From an optimization exercise on the open Yosys and OpenROAD flow, aimed at small area, a short achievable clock period and few clock cycles per item; shortcuts taken in it are not production practice.
The RTL of this run was laid out without a check of its function.

File: flow/design.v
module anubis_round_engine #(
    parameter int ROUNDS = 12,
    parameter int IDXW   = 5
) (
    input  logic            clk,
    input  logic            reset,
    input  logic            in_valid,
    output logic            in_ready,
    input  logic [127:0]    in_dat,
    output logic [IDXW-1:0] rk_idx,
    input  logic [127:0]    rk_dat,
    output logic            out_valid,
    input  logic            out_ready,
    output logic [127:0]    out_dat
);
    function automatic logic [7:0] x2(input logic [7:0] x);
        x2 = {x[6:0], 1'b0} ^ (x[7] ? 8'h1d : 8'h00);
    endfunction
    function automatic logic [7:0] x4(input logic [7:0] x);
        x4 = x2(x2(x));
    endfunction
    function automatic logic [7:0] byte_of(input logic [127:0] v, input int unsigned n);
        byte_of = v[8*(15-n) +: 8];
    endfunction
    function automatic logic [31:0] theta_mix(input logic [31:0] g);
        logic [7:0] g0, g1, g2, g3, d01, d02, d13, d23;
        g0  = g[31:24];
        g1  = g[23:16];
        g2  = g[15:8];
        g3  = g[7:0];
        d01 = g0 ^ g1;
        d02 = g0 ^ g2;
        d13 = g1 ^ g3;
        d23 = g2 ^ g3;
        theta_mix = {x2(d13) ^ x4(d23),
                     x2(d02) ^ x4(d23),
                     x2(d13) ^ x4(d01),
                     x2(d02) ^ x4(d01)};
    endfunction
    logic [127:0] ra, rb;              
    logic         ph;                  
    logic         busy0, busy1;        
    logic [3:0]   rc0, rc1;            
    logic         ld;                  
    logic         mix_en;              
    logic         free;                
    logic         stall;
    logic [127:0] f_vec, g_vec, mix_vec, ra_nxt;
    assign stall   = out_valid & ~out_ready;
    assign in_ready = ld;
    assign out_dat = ra;
    for (genvar n = 0; n < 16; n++) begin : g_sbox
        localparam int unsigned SRC = 4 * (n % 4) + n / 4;
        logic [7:0] x, a, b, c, y;
        assign x = ra[8*(15-SRC) +: 8];
        anubis_pbox u_p1 (.x(x[7:4]), .y(a[7:4]));
        anubis_qbox u_q1 (.x(x[3:0]), .y(a[3:0]));
        anubis_qbox u_q2 (.x({a[7:6], a[3:2]}), .y(b[7:4]));
        anubis_pbox u_p2 (.x({a[5:4], a[1:0]}), .y(b[3:0]));
        assign f_vec[8*(15-n) +: 8] = {b[7:6], b[3:2], b[5:4], b[1:0]};
        assign c = rb[8*(15-n) +: 8];
        anubis_pbox_b u_p3 (.x(c[7:4]), .y(y[7:4]));
        anubis_qbox_b u_q3 (.x(c[3:0]), .y(y[3:0]));
        assign g_vec[8*(15-n) +: 8] = y;
    end
    always_comb begin
        for (int unsigned i = 0; i < 4; i++)
            mix_vec[32*(3-i) +: 32] = theta_mix(g_vec[32*(3-i) +: 32]);
        ra_nxt = (free ? in_dat : g_vec) ^ rk_dat ^ (mix_vec & {128{mix_en}});
    end
    always_ff @(posedge clk) begin
        if (!stall) begin
            ra <= ra_nxt;
            rb <= f_vec;
        end
    end
    logic       nph;
    logic       busy_cur, busy_oth, busy_cur_n;
    logic [3:0] rc_cur, rc_oth, rc_cur_n;
    logic       fin;
    assign rc_cur = ph ? rc1 : rc0;
    assign rc_oth = ph ? rc0 : rc1;
    assign busy_cur = ph ? busy1 : busy0;
    assign busy_oth = ph ? busy0 : busy1;
    always_comb begin
        nph      = ~ph;
        busy_cur_n = busy_cur;
        rc_cur_n = rc_cur;
        fin      = 1'b0;
        if (busy_cur) begin
            if (rc_cur == 4'(ROUNDS)) begin
                busy_cur_n = 1'b0;
                fin        = 1'b1;
            end
            rc_cur_n = rc_cur + 4'd1;
        end else if (ld && in_valid) begin
            busy_cur_n = 1'b1;
            rc_cur_n   = 4'd1;
        end
    end
    always_ff @(posedge clk) begin
        if (reset) begin
            ph        <= 1'b0;
            busy0     <= 1'b0;
            busy1     <= 1'b0;
            rc0       <= 4'd0;
            rc1       <= 4'd0;
            ld        <= 1'b1;
            mix_en    <= 1'b0;
            free      <= 1'b1;
            out_valid <= 1'b0;
            rk_idx    <= '0;
        end else if (!stall) begin
            ph        <= nph;
            if (ph) begin
                rc1   <= rc_cur_n;
                busy1 <= busy_cur_n;
            end else begin
                rc0   <= rc_cur_n;
                busy0 <= busy_cur_n;
            end
            out_valid <= fin;
            ld        <= ~busy_oth & ~fin & ~(ld & in_valid);
            mix_en    <= busy_oth & (rc_oth != 4'(ROUNDS));
            free      <= ~busy_oth;
            rk_idx    <= busy_oth ? IDXW'(rc_oth) : '0;
        end
    end
endmodule
module anubis_pbox (
    input  logic [3:0] x,
    output logic [3:0] y
);
    localparam logic [63:0] T = 64'h128769adcb450ef3;
    assign y = T[4*x +: 4];
endmodule
module anubis_qbox (
    input  logic [3:0] x,
    output logic [3:0] y
);
    localparam logic [63:0] T = 64'h81b7d40fc32a65e9;
    assign y = T[4*x +: 4];
endmodule
module anubis_pbox_b (
    input  logic [3:0] x,
    output logic [3:0] y
);
    localparam logic [63:0] T = 64'h128769adcb450ef3;
    assign y = T[4*x +: 4];
endmodule
module anubis_qbox_b (
    input  logic [3:0] x,
    output logic [3:0] y
);
    localparam logic [63:0] T = 64'h81b7d40fc32a65e9;
    assign y = T[4*x +: 4];
endmodule
File: flow/flow/run.sh
#!/bin/bash
# Layout flow:
#  2. the same ORFS synthesis script again, with each module synthesized on its
#     own (the S-box mini-boxes P and Q are small modules) and ABC run with the
#     script in flow/own.abc instead of ORFS's speed script (flow/box.abc, for
#     area, on the stage-A mini-boxes), and no full-adder extraction; its
#     registers must come out identical (names and cell types) to the standard
#     synthesis, else the standard netlist is used;
#  3. the standard layout from floorplan on, with small input-port buffers
#     and buf_2 output-port buffers.
# Each tool's output goes to a log file of its own in this folder.
set -euo pipefail
WORK=$(pwd)
R=$WORK/orfs/results/$FLOW_PLATFORM/anubis_round_engine/base
bash standard.sh synth > synth_std.log 2>&1
cp "$R/1_2_yosys.v" "$WORK/std_synth.v"

# own synthesis
rm -rf "$WORK/own_scripts" "$WORK/own"
cp -r "$FLOW_HOME/scripts" "$WORK/own_scripts"
cp "$WORK/flow/own.abc" "$WORK/own_scripts/abc_speed.script"
python3 "$WORK/flow/patch_synth.py" "$WORK/own_scripts/synth.tcl"
OWN_ABC_BOX_SCRIPT="$WORK/flow/box.abc" OWN_ABC_BOX_MODULES="anubis_pbox anubis_qbox" \
OWN_ABC_REST_MODULES="anubis_pbox_b anubis_qbox_b anubis_round_engine" \
make -C "$FLOW_HOME" DESIGN_CONFIG="$WORK/config.mk" WORK_HOME="$WORK/own" \
    CLKGATE_MAP_FILE= SYNTH_SCRIPT="$WORK/synth_recipe.tcl" SCRIPTS_DIR="$WORK/own_scripts" \
    SYNTH_HIERARCHICAL=1 SYNTH_MINIMUM_KEEP_SIZE=0 ADDER_MAP_FILE= synth > synth_own.log 2>&1 || true
OWN=$WORK/own/results/$FLOW_PLATFORM/anubis_round_engine/base/1_2_yosys.v

flops() {
    grep -E '^ *sky130_fd_sc_hd__[a-z0-9_]*(df|dl)[a-z0-9_]* ' "$1" | awk '{print $1, $2}' | sort
}
if [[ -s "$OWN" ]] && flops "$WORK/std_synth.v" > flops_std.txt && flops "$OWN" > flops_own.txt \
    && [[ -s flops_std.txt ]] && cmp -s flops_std.txt flops_own.txt; then
    echo "using own synthesis" > synth_choice.log
    cp "$OWN" "$R/1_2_yosys.v"
    rm -f "$R/1_synth.odb" "$R/1_synth.sdc"
else
    echo "registers differ or own synthesis failed: using the standard synthesis" > synth_choice.log
fi

export PRE_RESIZE_TCL=$WORK/flow/outbuf.tcl
export CTS_ARGS="-sink_clustering_enable -repair_clock_nets -sink_clustering_size 30 -sink_clustering_max_diameter 80 -buf_list {sky130_fd_sc_hd__clkbuf_16 sky130_fd_sc_hd__clkbuf_8} -dont_use_dummy_load"
bash standard.sh BUFFER_PORTS_ARGS="-inputs -buffer_cell sky130_fd_sc_hd__buf_1" finish > layout.log 2>&1
File: flow/flow/box.abc
strash; &get -n; &deepsyn -T 60; &put; dch -f; amap; topo; stime
File: flow/flow/outbuf.tcl
# Buffer the output ports with a stronger buffer than the input ports get.
buffer_ports -outputs -buffer_cell sky130_fd_sc_hd__buf_2
File: flow/flow/own.abc
strash; &get -n; &deepsyn -T 10; &put; strash; &get -n; &dch -f; &nf; &put; topo; stime
File: flow/flow/patch_synth.py
#!/usr/bin/env python3
"""Patch a copy of ORFS's synth.tcl so that its ABC step maps the modules named in
OWN_ABC_BOX_MODULES with the script OWN_ABC_BOX_SCRIPT and the modules named in
OWN_ABC_REST_MODULES with the usual ABC script. Without OWN_ABC_BOX_SCRIPT set the
script behaves as before."""
import sys
path = sys.argv[1]
s = open(path).read()
old = "  log_cmd abc {*}$abc_args\n"
assert s.count(old) == 1, "unexpected synth.tcl"
new = """  if { [env_var_exists_and_non_empty OWN_ABC_BOX_SCRIPT] } {
    set box_args [lreplace $abc_args 1 1 $::env(OWN_ABC_BOX_SCRIPT)]
    log_cmd abc {*}$box_args {*}$::env(OWN_ABC_BOX_MODULES)
    log_cmd abc {*}$abc_args {*}$::env(OWN_ABC_REST_MODULES)
  } else {
    log_cmd abc {*}$abc_args
  }
"""
open(path, "w").write(s.replace(old, new))
File: flow/standard.sh
#!/bin/bash
# synth_recipe.tcl (not shown) runs the flow's synth.tcl, then flattens the netlist and writes it again
# the make line also repeats each setting of config.mk as NAME=value (left out here)
make -C /OpenROAD-flow-scripts/flow DESIGN_CONFIG=/design/flow/config.mk WORK_HOME=/design/flow/orfs CLKGATE_MAP_FILE= SYNTH_SCRIPT=/design/flow/synth_recipe.tcl "${@:-finish}"
File: flow/config.mk
export PLATFORM = sky130hd
export DESIGN_NAME = anubis_round_engine
export DESIGN_NICKNAME = anubis_round_engine
export VERILOG_FILES = /design/flow/design.v
export SDC_FILE = /design/flow/constraint.sdc
export NUM_CORES = 4
export LEC_CHECK = 0
export CAP_MARGIN = 20
export CORE_MARGIN = 2
export CORE_UTILIZATION = 50
export CTS_BUF_LIST = sky130_fd_sc_hd__clkbuf_16 sky130_fd_sc_hd__clkbuf_8
export CTS_CLUSTER_DIAMETER = 80
export CTS_CLUSTER_SIZE = 30
export PLACE_DENSITY = 0.6
export SETUP_SLACK_MARGIN = 4.2
export SLEW_MARGIN = 20
File: flow/constraint.sdc
create_clock -name core_clock -period 7.0 [get_ports {clk}]
set_input_delay 1.4000 -clock core_clock [delete_from_list [all_inputs] [get_ports {clk}]]
set_output_delay 1.4000 -clock core_clock [all_outputs]
set_load 0.01 [all_outputs]
==> flow_metrics.tcl <==
set metrics [dict create \
    grtUsageTotal 0.2847 \
    clock-sinks 275 \
    cts_tree "done" \
    drtAntennaViolNets 0 \
    multi_input_area_mm2 0.01576 \
    status "complete, no violations" \
    area.sequential_mm2 0.008075 \
    drtIter0Drc 1658 \
    holdBufCountCts 0 \
    layout_common_cells "538 x nor2_1, 342 x xnor2_1, 290 x clkinv_1" \
    grt_pass1_wl_mm 111.6 \
    final.min_clock_period_ps 2824 \
    layout_commonest_cell "nor2_1" \
    maxCapViolations 0 \
    finalHoldViolCount 0 \
    hold_path_class "flop to flop" \
    syn_inst 3002 \
    grt_max_degree 120 \
    grt_pass1_vias 20820 \
    htreeDepth 1 \
    hold-worst-slack_ps 459.3 \
    postPlaceCellArea_mm2 0.02676 \
    area_growth_syn_to_layout_pct 16.67 \
    slew_headroom 0.4088 \
    vias 22770 \
    design_area_mm2 0.02826 \
    firstDrtPassIters 5 \
    grt_overflow 0 \
    synth.avg_cell_area_um2 8.069 \
    vias_per_cell 5.589 \
    cp-start-kind "flop" \
    finalClockSkew_ps 44.52 \
    cts_buffer_depth 3 \
    finalSetupTns_ps 0 \
    final_max_slew_viol_count 0 \
    dieArea_mm2 0.05023 \
    rows 80 \
    place_congestion 0.9253 \
    die_h_um 224.1 \
    final_nets 3709 \
    finalSetupViolCount 0 \
    antenna_found_initial 14 \
    wirelength_mm 75.22 \
    die_w_um 224.1 \
    arrival_ps 3110 \
    numCtsBuffers 23 \
    worst_pin_slew_ps 882.7 \
    pin_count 395 \
    worst-path-max-fanout 7 \
    clk_latency_ps 560 \
    fp.coreArea_mm2 0.04775 \
    drive_gt1_frac 0.08355 \
    post-route-drc-count 0 \
    start_util 0.5074 \
    clk_pin_slew_ps 90 \
    cp.required_ps 7290 \
    fin_crit_sh 0.4034 \
    syn_area_mm2 0.02422 \
    grt_setup_unrepaired "true" \
    routedWlPerCell_um 18.47 \
    fmax_mhz 354.1 \
    synth_nets 3262 \
    nFillCells 4346 \
    ys_warn_count 1 \
    critical_path_class "flop to flop" \
    portBuffers 259 \
    dp_hpwl_mm 59.62 \
    cts-root-buf "clkbuf_16" \
    end_kind "flop" \
]
## repair_timing
| item | CTS | global route |
|---|---|---|
| setup endpoints to repair | 128 | 116 |
| hold endpoints to repair | 0 | 0 |
| setup buffers | 6 | 14 |
| cloned | 0 | 2 |
| resized for setup | 71 | 60 |
| pin swaps | 5 | 10 |
## worst max-delay path: stages, from the launching register on
cell and delay, ps:
edfxtp_1 500, o21ai_0 310, o21ai_0 180, o221ai_1 610, xor2_1 170, xnor2_1 330
mux2i_1 340, xnor2_1 100
## layer usage
metal,global-route usage,wire length (um)
met4,0.07398,1607
met3,0.03489,5065
met1,0.3854,32790
met2,0.4825,35710
met5,0,44
## state kept, by name, summed over array words and instances (netlist names), 4 cells and up
name,count
ra,128
rb,128
rc0,4
rc1,4
rk_idx,4
## cell type report
cell class | count | share of cell area
Multi-Input combinational cell | 2434 | 0.5576
Sequential cell | 275 | 0.2857
Timing Repair Buffer | 422 | 0.06800
Inverter | 292 | 0.03976
Tap cell | 615 | 0.02723
Clock buffer | 23 | 0.02036
Antenna cell | 11 | 0.0009740
Timing Repair inverter | 1 | 0.0003984
## path summary, 6_finish.rpt
| path | startpoint | end | slack [ps] | cells after the start |
|---|---|---|---|---|
| max | rb[42] | ra[60] | 4180 | 7 |
| min reg2reg | rk_idx[0] | rk_idx[0] | 460 | 2 |
| max reg2reg | rb[42] | ra[60] | 4180 | 7 |
| min | rk_idx[0] | rk_idx[0] | 460 | 2 |
## per-stage QoR
stage,util,setup WS [ps],instances
2_1_floorplan,-,4090,3002
4_1_cts,0.5817,4133,4046
3_5_place_dp,0.5605,2849,4017
5_1_grt,0.5917,4078,4069
6_report,0.5919,4176,4073
3_3_place_gp,0.5464,2890,3883

-- re-timing with driven ports --
The flow's constraints put no driver on any port. The routed layout listed below was extracted and timed again, unchanged, in two steps. Step 1 sets driving cells, clkbuf_16 on the clock port and buf_2 on the other inputs (assumed; they add their load-dependent delay and slew). Step 2, shift: input delay + t, output delay - t, t = (earliest + latest rising clock arrival at the registers) / 2. This alone moves slack from input paths to output paths. Slacks: no drivers / after step 1 / after step 2; pairs: no drivers / after step 1.
t, ns: 0.599
setup WS [ns]: 4.176 / 4.176 / 3.980
hold WS [ns]: 0.459 / 0.459 / 0.459
worst setup path after step 2: input to register
worst register clock-pin slew, ns: 0.09 / 0.09
After both steps setup and hold are still met in this run. The setup slack of this run moves by 0.000 ns with the drivers and by -0.196 ns with both steps.
